What follows belongs to an exercise in optimizing a design on an open flow for small area, a short achievable clock period and few clock cycles per item; a production flow would make more cautious choices. The RTL was checked by simulation tests, not by an equivalence proof against the original design.

job 6884:
## hilo_muldiv_ctrl
module hilo_muldiv_ctrl (
  input  logic        clk,
  input  logic        rst,
  input  logic        op_valid,
  input  logic [2:0]  op,
  input  logic [31:0] rs_data,
  input  logic [31:0] rt_data,
  input  logic        rd_req,
  input  logic        flush,
  output logic        op_ready,
  output logic        busy,
  output logic        stall,
  output logic        done,
  output logic [63:0] hilo_out
);
Size: ~2700 cells after synthesis, roughly 190 flip-flops, about 140 I/O pins, ~0.022 mm2 of cells after synthesis.
==> flow/config.mk <==
export PLATFORM = sky130hd
export DESIGN_NAME = hilo_muldiv_ctrl
export DESIGN_NICKNAME = hilo_muldiv_ctrl
export VERILOG_FILES = /design/flow/design.v
export SDC_FILE = /design/flow/constraint.sdc
export NUM_CORES = 4
export LEC_CHECK = 0
export CAP_MARGIN = 20
export CORE_MARGIN = 2
export CORE_UTILIZATION = 40
export SLEW_MARGIN = 20
==> flow/constraint.sdc <==
create_clock -name core_clock -period 11.0 [get_ports {clk}]
set_input_delay 2.2000 -clock core_clock [delete_from_list [all_inputs] [get_ports {clk}]]
set_output_delay 2.2000 -clock core_clock [all_outputs]
set_load 0.01 [all_outputs]
standard.sh (not shown) runs the stock make flow with config.mk's settings and CLKGATE_MAP_FILE= SYNTH_SCRIPT=/design/flow/synth_recipe.tcl, a recipe that flattens the netlist after the stock synthesis.
==> flow/flow/run.sh <==
#!/bin/bash
# The standard layout (the standard.sh: ORFS synthesis through finish, unchanged), with
# the ports buffered by buf_1 cells and timing repair aimed 5.4 ns below the clock period, at the worst endpoints only.
set -euo pipefail
bash standard.sh SETUP_SLACK_MARGIN=5.4 TNS_END_PERCENT=10 "BUFFER_PORTS_ARGS=-buffer_cell sky130_fd_sc_hd__buf_1" finish > flow_make.log 2>&1
Job 6884: done, clean on timing, DRC and antenna
Testbench counts of job 6884, summed over its fixed seeds: cycles 15,693, ops 3,200.
--- input diff job 6884..job 8955 ---
==> flow/flow/run.sh <==
#!/bin/bash
# The standard layout (the standard.sh: ORFS synthesis through finish, unchanged), with
# the ports buffered by buf_2 cells and timing repair aimed 5 ns below the clock period.
set -euo pipefail
bash standard.sh SETUP_SLACK_MARGIN=5 "BUFFER_PORTS_ARGS=-buffer_cell sky130_fd_sc_hd__buf_2" finish > flow_make.log 2>&1
==> comparison <==
Cells: job 8955 has fewer instances than job 6884
Diff job 6884 -> job 8955: first-pass GRT wire length lost about 1.7%; highest achievable clock rate lost about 4.5%; worst-skew pair later-pin latency neither gained nor lost much; weighted congestion reported at the end of routability-driven placement picked up an extra 1.6%.
Looking at setup slack after layout, job 8955 sits 0.26 ns below job 6884.
| number of global-route vias before repair | job 8955 vs job 6884 | ≈ equal |
Job 8955: final cell utilization of the core is 0.35 points lower than what job 6884 reported.
Job 8955: wire length about 2.7% below job 6884
Input changes introduced in job 1707 (baseline for comparison: job 8955):
Settings: swapping 40 for 50 in CORE_UTILIZATION.
==> flow/flow/run.sh <==
#!/bin/bash
# The standard layout (the standard.sh: ORFS synthesis through finish, unchanged), with
# the ports buffered by buf_1 cells and timing repair aimed 5.6 ns below the clock period, at the worst endpoints only.
set -euo pipefail
bash standard.sh SETUP_SLACK_MARGIN=5.6 TNS_END_PERCENT=10 "BUFFER_PORTS_ARGS=-buffer_cell sky130_fd_sc_hd__buf_1" finish > flow_make.log 2>&1
Findings:
Job 1707 went all the way through the flow, and no timing, DRC or antenna check failed. | via count | job 8955 vs job 1707 | ≈ equal |. From job 8955 to job 1707 the numbers moved as follows: max-slew violation total from the final report essentially unchanged, final routed wire length divided by cell count now sits higher, area added between synthesis and finish grew by 3.1 points, non-clock buffer instance count of the final layout went up. Going from job 8955 to job 1707, final wirelength grew by a few percent. The starting utilization of the core area in job 1707 sits 10 points above the value recorded for job 8955.
diff inputs: job 1707 => job 2611
Settings: CORE_UTILIZATION now 60, was 50; SETUP_SLACK_MARGIN now 5, previously not set.
==> flow/run.sh (new file) <==
#!/bin/bash
# synth_recipe.tcl (not shown) runs the flow's synth.tcl, then flattens the netlist and writes it again
# the make line also repeats each setting of config.mk as NAME=value (left out here)
make -C /OpenROAD-flow-scripts/flow DESIGN_CONFIG=/design/flow/config.mk WORK_HOME=/design/flow/orfs CLKGATE_MAP_FILE= SYNTH_SCRIPT=/design/flow/synth_recipe.tcl finish
removed: flow/flow/run.sh
removed: flow/standard.sh
==> notes.md <==
- Job 2611 reports its slowest library cell on the worst path as edfxtp_1 while job 1707 reports fa_1.
- In job 2611, the number of rows in the core area came out 9.1% below the value in job 1707.
- Job 2611 against job 1707: detailed-route via count went up 595; minimum setup slack after placement down 0.036 ns; design area now smaller.

## static timing again, ports no longer ideal
The results above use ideal ports. As a check the final layouts listed here were re-extracted and re-timed, cells and wires unchanged.
Step 1 assumes that a clkbuf_16 drives the clock port and a buf_2 every other input.
Step 2, shift: input delay + t, output delay - t, t = (earliest + latest rising clock arrival at the registers) / 2. This alone moves slack from input paths to output paths.
a / b / c = ideal / step 1 / step 2; a / b = the first two.
run | shift t [ns] | setup WS [ns] | worst setup path at the end | worst data-port slew with drivers (ns) | pins driven straight from the clock port
job 6884 | 0.522 | 5.476 / 5.476 / 5.227 | input to register | 0.08 | 1
job 8955 | 0.524 | 5.218 / 5.218 / 5.218 | register to register | 0.07 | 1
job 1707 | 0.516 | 5.592 / 5.592 / 5.445 | input to register | 0.09 | 1
job 2611 | 0.506 | 5.132 / 5.132 / 4.781 | input to register | 0.04 | 1
After both steps every run listed still meets setup and hold. For job 2611, which loses most, drivers alone change the setup slack by 0.000 ns; drivers and shift together by -0.351 ns.
